Source: an optimization exercise on an open RTL-to-GDS flow (aim: small area). Production flows keep margins and buffers that such runs may drop. The RTL was checked by simulation tests, not by an equivalence proof against the original design.

==> flow/design.v (outline; a module is shown in full before it is edited, if it fits) <==
// module fa: 10 lines
// module pw_conv: 23 lines
// module ds_block_top: 1195 lines
module ds_block_top #(
    parameter int IMG_W  = 6,
    parameter int IMG_H  = 5,
    parameter int STRIDE = 1
) (
    input  wire                                    clk,
    input  wire                                    rstn,
    input  wire                                    in_valid,
    input  wire  [ds_pkg::NCH*ds_pkg::ACT_W-1:0]   in_pix,
    output logic                                   out_valid,
    output logic [ds_pkg::NOUT*ds_pkg::ACT_W-1:0]  out_pix
);
  // ...
==> flow/run.sh <==
#!/bin/bash
# synth_recipe.tcl (not shown) runs the flow's synth.tcl, then flattens the netlist and writes it again
# the make line also repeats each setting of config.mk as NAME=value (left out here)
make -C /OpenROAD-flow-scripts/flow DESIGN_CONFIG=/design/flow/config.mk WORK_HOME=/design/flow/orfs CLKGATE_MAP_FILE= SYNTH_SCRIPT=/design/flow/synth_recipe.tcl finish
==> flow/config.mk <==
export PLATFORM = sky130hd
export DESIGN_NAME = ds_block_top
export DESIGN_NICKNAME = ds_block_top
export VERILOG_FILES = /design/flow/design.v
export SDC_FILE = /design/flow/constraint.sdc
export NUM_CORES = 4
export LEC_CHECK = 0
export CAP_MARGIN = 20
export CORE_MARGIN = 2
export CORE_UTILIZATION = 40
export CTS_BUF_LIST = sky130_fd_sc_hd__clkbuf_16
export CTS_CLUSTER_DIAMETER = 120
export CTS_CLUSTER_SIZE = 24
export SLEW_MARGIN = 20
export SYNTH_HIERARCHICAL = 1
export SYNTH_MINIMUM_KEEP_SIZE = 0
==> flow/constraint.sdc <==
create_clock -name core_clock -period 8.0 [get_ports {clk}]
set_input_delay 1.6000 -clock core_clock [delete_from_list [all_inputs] [get_ports {clk}]]
set_output_delay 1.6000 -clock core_clock [all_outputs]
set_load 0.01 [all_outputs]
==> notes.md, run 1 <==
Yosys:
- The area fraction in and, or, nand and nor cells after synthesis is 0.0800.
- The biggest area contributor in the post-synthesis netlist is sky130_fd_sc_hd__edfxtp_1.
- The number of synthesized flops with an enable pin is 448.
- The part of the Yosys area used for sequential elements is 0.506.
- The cell count after synthesis came out at 1965.
- The most used flip-flop cell after synthesis is sky130_fd_sc_hd__edfxtp_1.

Detailed routing:
- The total routed wire length on the met1 layer is 27500 µm.
- After detailed routing, the total wire length is 58200 µm.
- The number of vias per cell is 5.12.

Placement:
- The detailed placement HPWL is 44900 µm.

Clock network:
- TritonCTS built the clock tree.
- The clock passes through at most 3 buffers.
- The cell at the root of the clock tree is sky130_fd_sc_hd__clkbuf_16.

Global routing:
- The peak-usage layer in the global routing report is met2.
- In the global route stage, met2 resource usage came out at 0.263.
- The via count of the first global-routing pass is 16700.

Finish:
- The net count of the finished layout is 2557.
- The proportion of cell area occupied by registers is 0.464.
- The footprint of the flip-flops and latches is 0.0143 mm².
- The number of diodes added for antenna fixing is 0.
- Of all the cell area in the finished design, the clock network holds 0.0236.
- The fraction of final cell area spent on non-clock buffers in this run is 0.0305.
- The sequential cell count is 489.

Outcome:
- The flow ran to the end and the layout has no timing, DRC or antenna violations.

Setup path:
- The total number of cells along the worst setup path is 20.
- Of all nets on the critical path, the largest fanout is 10.

Timing:
- Derived from the worst setup path, the maximum achievable clock frequency is 133 MHz.
- The total count of max-transition violations in the final report is 0.

Min path:
- The classification of the worst-slack hold path is reg -> reg.
- The launch instance of the worst min-delay path is sr[3][12]$_DFFE_PP_.

Floorplanning:
- From bottom edge to top edge, the die measures 270 µm.
- The starting utilization of the core area is 0.404.
- The number of rows created at floorplan is 97.
==> run 2, diff against run 1 <==
--- a/flow/config.mk
+++ b/flow/config.mk
@@ -8,9 +8,9 @@
 export CAP_MARGIN = 20
 export CORE_MARGIN = 2
 export CORE_UTILIZATION = 40
-export CTS_BUF_LIST = sky130_fd_sc_hd__clkbuf_16
-export CTS_CLUSTER_DIAMETER = 120
-export CTS_CLUSTER_SIZE = 24
+export CTS_BUF_LIST = sky130_fd_sc_hd__clkbuf_8
+export CTS_CLUSTER_DIAMETER = 80
+export CTS_CLUSTER_SIZE = 14
 export SLEW_MARGIN = 20
 export SYNTH_HIERARCHICAL = 1
 export SYNTH_MINIMUM_KEEP_SIZE = 0
==> notes.md, run 2 <==
Global routing:
- The number of antenna violations at the first check in global routing was 1.
- For this run, the total global-route usage over all layers was measured as 0.166.
- The via count of the first global-routing pass came to 16900 (+1.0%).
- The maximum number of pins on one net before global-route repair is 201.
- The total overflow left after global routing is 0.
- The first global-routing pass estimated 94500 µm of wire.

Detailed routing:
- Across all layers, the routed design uses 15600 vias.
- In this run, the number of DRC markers left after iteration 0 of detailed routing was 1318.
- The per-cell routed wire length is 19.4 µm.
- The number of vias per cell came to 5.13 (+0.10%).
- The count of nets left with antenna violations once routing finished came out at 0.
- The total wire length after detailed routing is 58800 µm (+1.0%).
- The number of optimization iterations in the first detailed-route pass is 5.
- The count of unresolved DRC violations after routing is 0.

Yosys:
- The cell area that synthesis handed to floorplanning was 0.0283 mm².
- The number of flip-flops and latches in the synthesized netlist is 489.
- The total number of yosys warnings is 9.
- The number of synthesized flops with an enable pin came to 448 (unchanged).
- The commonest register cell after synthesis is sky130_fd_sc_hd__edfxtp_1.
- The most repeated cell in the gate-level netlist after synthesis is sky130_fd_sc_hd__edfxtp_1.
- The share of Yosys cell area claimed by the top area cell type is 0.475.
- The synthesized design spends more area on one cell type than any other, namely sky130_fd_sc_hd__edfxtp_1.
- The synthesized instance count is 1965 (unchanged).
- Sorting the synthesized cells by how often they occur yields sky130_fd_sc_hd__edfxtp_1 (448), sky130_fd_sc_hd__fa_1 (351), sky130_fd_sc_hd__nand2_1 (261).
- The mean instance size in the synthesized netlist is 14.4 µm².
- The async set-reset flop share out of synthesis is 0.0225.
- The post-synthesis cell type count is 90.
- The part of the Yosys area used for sequential elements is 0.506 (unchanged).
- After synthesis, the cell types taking the most area are sky130_fd_sc_hd__edfxtp_1 (48%), sky130_fd_sc_hd__fa_1 (25%), sky130_fd_sc_hd__ha_1 (5.7%).

Setup path:
- The critical path required time is 6400 ps.
- The maximum fanout along the worst path is 10 (unchanged).
- In this design, the stage delay of the slowest critical-path cell is 600 ps.
- The startpoint of the lowest-slack register-to-register path is ok_l$_DFFE_PN1P_.
- The element type at the critical path start is a flip-flop.
- The number of buffer and inverter instances along the worst setup path is 3.
- The critical path class is reg -> out.
- STA puts the critical path data arrival time at 5880 ps.
- Among cell families on the critical path, the largest total delay comes from compound AO/OA/AOI/OAI gates.
- The endpoint identified for the worst register-to-register timing path is d1[4]$_SDFF_PP0_.
- Measured in cells, the most critical reg-to-reg path has a length of 20.
- The slowest stage of the critical path is the sky130_fd_sc_hd__clkdlybuf4s50_1 cell.
- The capturing element type of the critical path is an output port.
- Walking the worst path, the cells encountered are inv_1 -> ha_1 -> nor2b_1 -> o21a_1 -> o21ai_1 -> nand2b_1 -> a21oi_1 -> xnor2_1 -> ha_1 -> or3_1 -> o31ai_4 -> a21oi_1 -> a2111oi_4 -> a2111oi_1 -> o31ai_1 -> nand3b_1 -> xnor2_1 -> buf_4 -> nor3b_2 -> clkdlybuf4s50_1.
- The start point of the critical path is d0[1]$_SDFF_PN0_.
- Setup slack on the worst reg-to-reg path comes out at 1110 ps.

Outcome:
- The run finished with no timing, DRC or antenna violations.

Floorplanning:
- In this run the count of I/O pins placed on the die edge is 100.
- The die boundary height came to 270 µm (unchanged).
- The die extent in x is 270 µm.
- The die covers 0.0729 mm².
- The region available for standard cell placement spans 0.0700 mm².
- The starting utilization of the core area is 0.404 (unchanged).
- The number of rows created at floorplan is 97 (unchanged).

Timing:
- The highest clock rate was 134 MHz (+0.51%).
- Setup total negative slack on the finished layout was measured at 0 ps.
- Measured against its own limit, the worst slew margin works out to 0.251.
- The count of final setup violators is 0.
- The number of hold violations in the final report is 0.
- The clock arrives with 48.6 ps of skew.
- Setup repair after global routing left no endpoint under its margin.
- The routed design could run at a clock period as short as 7480 ps.
- The total count of max-transition violations in the final report is 0 (unchanged).
- The part of the cycle the worst path needs is 0.935.
- The slew at the pin closest to its max-slew limit is 1120 ps.

Clock network:
- The count of H-tree levels built during CTS is 2.
- The number of clock buffers added by TritonCTS is 42.
- After clock tree synthesis, the flow added hold-fix buffers numbering 0.
- The root buffer cell chosen for the clock tree is sky130_fd_sc_hd__clkbuf_8.
- The clock tree from TritonCTS is done.
- Clock-pin slew was measured on the worst setup and hold paths at 100 ps.
- Clock tree synthesis found a total of 489 sinks.
- At the later pin of the worst-skew pair, clock insertion delay measures 660 ps.
- The maximum root-to-sink buffer count is 3 (unchanged).

Placement:
- The detailed placement HPWL is 44900 µm (unchanged).
- The count of buffers added on input and output ports is 76.
- The weighted congestion reported at the end of routability-driven placement is 0.885.

Min path:
- The launch instance of the worst min-delay path is sr[11][15]$_DFFE_PP_.
- In this run the worst hold path is classified as reg -> reg.
- The capture endpoint of the worst hold path is sr[12][15]$_DFFE_PP_.
- The count of cells along the worst hold path is 0.

Finish:
- The top cell types in the final layout, fill and taps aside, are sky130_fd_sc_hd__edfxtp_1 (448), sky130_fd_sc_hd__fa_1 (351), sky130_fd_sc_hd__nand2_1 (260).
- The flip-flop count of the largest register after layout is 448.
- The largest registers in the layout are sr x448, d0 x15, d1 x15.
- The net count of the finished layout is 2573 (+0.63%).
- The commonest non-fill, non-tap cell in the layout is sky130_fd_sc_hd__edfxtp_1.
- From synthesis to final layout, the design area changed by 9.23%.
- The largest register by flop count is sr.
- Of the cells placed in the final design, the portion with a size suffix greater than 1 is 0.0478.

Run:
- The number of maximum-capacitance constraint violations is 0.
## run 2: timing repair
action	CTS	global route
resized for setup	0	3
setup buffers	0	0
endpoints found under the setup margin	0	22
## run 2: worst max-delay path by stage
stage                                     end  cells after the start  slack (ps)
after floorplan           sr[10][0]$_DFFE_PP_                      2         240
after global placement       d0[8]$_SDFF_PN0_                     19        1080
after detailed placement          out_pix[32]                     20         990
after CTS                         out_pix[32]                     20         210
after global routing               out_pix[5]                     20          40
final                              out_pix[5]                     20         520
## run 2: kinds of logic after synthesis
logic type,synth area share
XOR/XNOR,0.0173
AND/OR/NAND/NOR,0.0800
adder cells (fa/ha/maj),0.305
buffers and inverters,0.0323
AO/OA/AOI/OAI,0.0579
multiplexers,0.00146
flip-flops,0.506
other,0.000265
## run 2: layout make-up
cell class	instances	area, µm²
Inverter	144	541
Sequential cell	489	14300
Timing Repair Buffer	93	913
Fill cell	6291	39100
Antenna cell	1	2.50
Multi-Input combinational cell	1289	13200
Tap cell	940	1180
Clock inverter	36	203
Clock buffer	42	578
## run 2: Yosys stat by module (local to each module, per instance)
module | copies in the design | flip-flops and latches | cell area, µm² | cells
ds_block_top | 1 | 489 | 18000 | 1160
fa | 350 | 0 | 20.0 | 1
pw_conv | 1 | 0 | 3340 | 455
## run 2: metrics by stage
step	cells	setup slack, ps	util	hold slack (ps)	area [µm²]
floorplan	1987	235	-	400	28400
global placement	2955	1080	0.430	400	30100
detailed placement	2955	986	0.430	405	30100
CTS	3033	207	0.441	387	30900
global route	3034	43.5	0.442	416	30900
finish	3034	517	0.442	405	30900
## run 2: worst register-to-register path: cells and delay by family (launching register included)
kind,cells,cell delay (ps)
AO/OA/AOI/OAI,1,240
flip-flops,1,550
adder cells (fa/ha/maj),9,3770
buffers and inverters,3,510
AND/OR/NAND/NOR,7,1670
## run 2: routing by layer
metal / GRT usage / vias up / routed length (µm)
li1: - / 6991 / -
met1: 0.238 / 8100 / 27500
met3: 0.0242 / 93 / 2780
met2: 0.264 / 380 / 27200
met5: 0 / - / 0
met4: 0.0453 / 0 / 1370
==> run 3, diff against run 2 <==
==> flow/flow/run.sh (new file) <==
#!/bin/bash
# The standard layout, except that the port buffers are the smallest buffer
# (sky130_fd_sc_hd__buf_1) rather than the one buffer_ports picks by default.
set -euo pipefail
export BUFFER_PORTS_ARGS="-buffer_cell sky130_fd_sc_hd__buf_1"
bash standard.sh > standard.log 2>&1
==> flow/standard.sh (new file) <==
#!/bin/bash
# synth_recipe.tcl (not shown) runs the flow's synth.tcl, then flattens the netlist and writes it again
# the make line also repeats each setting of config.mk as NAME=value (left out here)
make -C /OpenROAD-flow-scripts/flow DESIGN_CONFIG=/design/flow/config.mk WORK_HOME=/design/flow/orfs CLKGATE_MAP_FILE= SYNTH_SCRIPT=/design/flow/synth_recipe.tcl "${@:-finish}"
--- a/flow/config.mk
+++ b/flow/config.mk
@@ -8,9 +8,9 @@
 export CAP_MARGIN = 20
 export CORE_MARGIN = 2
 export CORE_UTILIZATION = 40
-export CTS_BUF_LIST = sky130_fd_sc_hd__clkbuf_8
-export CTS_CLUSTER_DIAMETER = 80
-export CTS_CLUSTER_SIZE = 14
+export CTS_BUF_LIST = sky130_fd_sc_hd__clkbuf_16
+export CTS_CLUSTER_DIAMETER = 120
+export CTS_CLUSTER_SIZE = 24
 export SLEW_MARGIN = 20
 export SYNTH_HIERARCHICAL = 1
 export SYNTH_MINIMUM_KEEP_SIZE = 0
removed: flow/run.sh
==> notes.md, run 3 <==
Outcome:
- The flow ran to the end and the layout has no timing, DRC or antenna violations.

Clock network:
- The number of buffers created by CTS is 24 (-43%).
- The number of gates resized after CTS is 0 (unchanged).
- The total clock sinks is 489 (unchanged).
- The number of hold buffers added after cts is 0 (unchanged).
- TritonCTS built the clock tree.
- The CTS clock-pin slew for the worst setup and hold paths was 90 ps (about the same).
- The maximum root-to-sink buffer count was 3 (unchanged).
- The count of buffers added by post-CTS timing repair for setup is 0 (unchanged).
- The insertion delay to the later sink of the worst-skew pair is 600 ps (-60 ps).
- The count of H-tree levels built during CTS came to 1 (-1).
- The cell sitting at the root of the clock tree is a sky130_fd_sc_hd__clkbuf_16.

Global routing:
- The met2 demand-to-capacity share in global routing is 0.265 (+0.000947).
- The via count of the first global-routing pass was 16400 (-2.7%).
- The wire length of the first global-routing pass is 92800 µm (-1.8%).
- The maximum number of pins on one net before global-route repair came to 205 (+2.0%).
- The met3 layer usage reported by global route is 0.0212 (-0.00293).
- The global routing usage summed across all routing layers was 0.162 (-0.00342).
- The met1 track demand over resource in global routing was 0.232 (-0.00635).
- The layer flagged by global routing as most heavily used is met2.
- The residual overflow from global routing is 0 (unchanged).
- The number of antenna violations at the first check in global routing came to 0 (-1).

Yosys:
- The share of Yosys cell area claimed by the top area cell type is 0.475 (unchanged).
- The mean instance size in the synthesized netlist came to 14.4 µm² (unchanged).
- The mapped cell area came to 0.0283 mm² (unchanged).
- The library cell occupying the most area in the post-synthesis netlist is sky130_fd_sc_hd__edfxtp_1.
- The most used flip-flop cell after synthesis is sky130_fd_sc_hd__edfxtp_1.
- By area the synthesized netlist is led by sky130_fd_sc_hd__edfxtp_1 (48%), sky130_fd_sc_hd__fa_1 (25%), sky130_fd_sc_hd__ha_1 (5.7%).
- The most repeated cell in the gate-level netlist after synthesis is sky130_fd_sc_hd__edfxtp_1.
- The total number of yosys warnings is 9 (unchanged).
- The number of flip-flops and latches in the synthesized netlist is 489 (unchanged).
- The number of synthesized flops with an enable pin is 448 (unchanged).
- The post-synthesis cell type count is 90 (unchanged).
- The synthesized instance count is 1965 (unchanged).
- The async set-reset flop share out of synthesis is 0.0225 (unchanged).
- The part of the Yosys area used for sequential elements is 0.506 (unchanged).
- Ranked by instance count, the synthesized netlist is headed by sky130_fd_sc_hd__edfxtp_1 (448), sky130_fd_sc_hd__fa_1 (351), sky130_fd_sc_hd__nand2_1 (261).

Finish:
- Leaving out fill and tap cells, the most frequent cell in the layout is sky130_fd_sc_hd__edfxtp_1.
- The net count of the finished layout came to 2556 (-0.66%).
- The number of diodes added for antenna fixing is 0 (-1).
- The proportion of layout cells with a drive suffix above 1 is 0.0388 (-0.00894).
- In the final layout, the registers with the most flip-flops are sr x448, d0 x15, d1 x15.
- The largest register by flop count is sr.
- Leaving out fill and tap cells, the most frequent cells in the layout are sky130_fd_sc_hd__edfxtp_1 (448), sky130_fd_sc_hd__fa_1 (351), sky130_fd_sc_hd__nand2_1 (260).
- The fill cell total of the finished layout is 6320 (+0.46%).
- The flip-flop count of the largest register after layout is 448 (unchanged).
- The number of cells in the finished layout apart from fillers came to 3000 (-1.1%).
- From synthesis to final layout, the design area changed by 7.30%.

Floorplanning:
- The number of rows created at floorplan is 97 (unchanged).
- The count of pins on the block boundary is 100 (unchanged).
- The die boundary height was 270 µm (unchanged).
- The total die area is 0.0729 mm² (unchanged).
- The die extent in x was 270 µm (unchanged).
- The core region area was 0.0700 mm² (unchanged).
- The starting utilization of the core area is 0.404 (unchanged).

Placement:
- The quantity of I/O buffers inserted on ports was 76 (unchanged).
- The worst slack at placement came to 1010 ps (+25.1 ps).
- The number of cells in the design after placement is 2955 (unchanged).
- The detailed placement HPWL is 45200 µm (+0.76%).
- The weighted congestion reported at the end of routability-driven placement is 0.901 (+1.8%).

Timing:
- The slew at the pin closest to its max-slew limit was 1010 ps (-119 ps).
- The largest clock skew in the final design came to 36.7 ps (-11.9 ps).
- The smallest setup slack after layout is 687 ps (+170 ps).
- The number of hold violations in the final report is 0 (unchanged).
- The minimum period implied by the final worst setup slack is 7310 ps (-170 ps).
- The count of final setup violators was 0 (unchanged).
- The highest clock rate is 137 MHz (+2.3%).
- The part of the cycle the worst path needs was 0.914 (-0.0212).
- The headroom to the max-slew limit is 0.330 (+0.0790).
- Setup repair after global routing left no endpoint under its margin.
- The total count of max-transition violations in the final report is 0 (unchanged).
- The setup TNS was 0 ps (unchanged).

Setup path:
- The signal arrival time at the worst endpoint came to 5710 ps (-170 ps).
- The category of cells accounting for the largest share of critical-path delay is compound AO/OA/AOI/OAI gates.
- The element type at the critical path start is a flip-flop.
- The critical path required time was 6400 ps (about the same).
- The worst setup path is captured at an output port.
- The number of buffer and inverter instances along the worst setup path is 2 (-1).
- Traced cell by cell, the critical path runs through inv_1 -> ha_1 -> nor2b_1 -> o21a_1 -> o21ai_0 -> nand2b_1 -> a21oi_1 -> xnor2_1 -> ha_1 -> or3_1 -> o31ai_2 -> a21oi_1 -> a2111oi_4 -> a2111oi_1 -> o31ai_1 -> nand3b_1 -> xnor2_2 -> nor4b_2 -> buf_1.
- The critical path class is reg -> out.
- The worst reg-to-reg setup slack is 980 ps (-130 ps).
- The startpoint of the lowest-slack register-to-register path is ok_t$_DFFE_PN1P_.
- The critical-path cell with the highest stage delay is sky130_fd_sc_hd__a2111oi_4.
- The most critical setup path has its startpoint at d0[1]$_SDFF_PN0_.
- The maximum fanout along the worst path was 11 (+1).
- The biggest cell delay along the critical path is 490 ps (-110 ps).

Detailed routing:
- The number of optimization iterations in the first detailed-route pass was 7 (+2).
- The per-cell routed wire length is 19.3 µm (-0.48%).
- The total wire length after detailed routing is 57900 µm (-1.6%).
- The number of design-rule violations left by the first detailed-router iteration came to 1291 (-2.0%).
- The residual antenna-violating net count after detailed routing is 0 (unchanged).
- The count of unresolved DRC violations after routing is 0 (unchanged).
- The number of vias per cell was 5.08 (-1.1%).
- The total via count after detailed routing is 15200 (-2.2%).

Min path:
- The worst hold path begins at sr[4][17]$_DFFE_PP_.
- The tightest min-delay check is of the reg -> reg type.

Run:
- The number of maximum-capacitance constraint violations was 0 (unchanged).
-- run 3: per-module statistics from Yosys (local to each module, per instance) --
module        flops+latches  cell area [µm²]  cells
ds_block_top            489            18000   1160
pw_conv                   0             3340    455
fa                        0             20.0      1
-- run 3: metal layers --
| metal | wire length, µm | vias up |
|---|---|---|
| met5 | 0 | - |
| met4 | 1340 | 0 |
| met3 | 2610 | 75 |
| met2 | 27100 | 335 |
| met1 | 26800 | 7867 |
| li1 | - | 6949 |
-- run 3: logic make-up after synthesis --
| group | share of synthesized area |
|---|---|
| compound gates | 0.0579 |
| xor+xnor | 0.0173 |
| fa+ha+maj | 0.305 |
| buf+inv | 0.0323 |
| flops | 0.506 |
| mux | 0.00146 |
| other cells | 0.000265 |
| simple gates | 0.0800 |
-- run 3: final timing paths --
check,to,cells past startpoint
max,out_pix[7],19
min,sr[5][17]$_DFFE_PP_,0
max reg2reg,d1[4]$_SDFF_PP0_,21
min reg2reg,sr[5][17]$_DFFE_PP_,0
max in group asynchronous,col[1]$_DFFE_PN0P_,1
min in group asynchronous,out_valid$_DFF_PN0_,1
-- run 3: cell type report --
| cell class | count | area [µm²] | share of cell area |
|---|---|---|---|
| inverters | 144 | 541 | 0.0178 |
| multi-input cells | 1289 | 13200 | 0.434 |
| repair buffers | 94 | 453 | 0.0149 |
| flip-flops and latches | 489 | 14300 | 0.472 |
| clock inverters | 19 | 82.6 | 0.00272 |
| well taps | 940 | 1180 | 0.0387 |
| clock buffers | 25 | 626 | 0.0206 |
-- run 3: through the flow --
| step | hold slack [ps] | cell area [µm²] | util |
|---|---|---|---|
| after floorplan | 400 | 28400 | - |
| after global placement | 401 | 29600 | 0.423 |
| after detailed placement | 405 | 29600 | 0.423 |
| after CTS | 406 | 30400 | 0.433 |
| after global routing | 413 | 30400 | 0.434 |
| final | 407 | 30400 | 0.434 |
-- run 3: worst register-to-register path, cell delays in order, from the launching register on --
cell and delay (ps):
sky130_fd_sc_hd__dfstp_2 550, sky130_fd_sc_hd__buf_4 250, sky130_fd_sc_hd__and2_1 160, sky130_fd_sc_hd__buf_4 230
sky130_fd_sc_hd__buf_4 300, sky130_fd_sc_hd__nand2_1 170, sky130_fd_sc_hd__fa_1 450, sky130_fd_sc_hd__fa_1 560
sky130_fd_sc_hd__inv_1 60, sky130_fd_sc_hd__fa_1 380, sky130_fd_sc_hd__fa_1 410, sky130_fd_sc_hd__fa_1 410
sky130_fd_sc_hd__fa_1 470, sky130_fd_sc_hd__ha_1 210, sky130_fd_sc_hd__fa_1 370, sky130_fd_sc_hd__ha_1 390
sky130_fd_sc_hd__and4_1 290, sky130_fd_sc_hd__a2bb2oi_1 110, sky130_fd_sc_hd__o22ai_1 350, sky130_fd_sc_hd__nor3_2 110
sky130_fd_sc_hd__nor3b_4 520, sky130_fd_sc_hd__nor3_1 130

[what the ideal ports hide]
In the flow no input, the clock included, has a driving cell. The finished layouts below were timed again as built, in two steps. Step 1 sets driving cells, clkbuf_16 on the clock port and buf_2 on the other inputs (assumed; they add their load-dependent delay and slew). Step 2 adds t to the input delays and takes it off the output delays; t is the mean of the earliest and latest rising clock arrival at the registers after step 1. Input paths then give back, and output paths get back, about the clock's delay inside the block. Three values: ideal, step 1, step 2; two values: the first two.
run | t, ns | slack for setup (ns) | hold slack, ns
run 1 | 0.637 | 0.479 / 0.413 / 1.050 | 0.412 / 0.412 / 0.412
run 2 | 0.693 | 0.517 / 0.461 / 1.108 | 0.405 / 0.405 / 0.405
run 3 | 0.647 | 0.687 / 0.618 / 0.982 | 0.407 / 0.407 / 0.407
After both steps setup and hold are still met in every run listed.
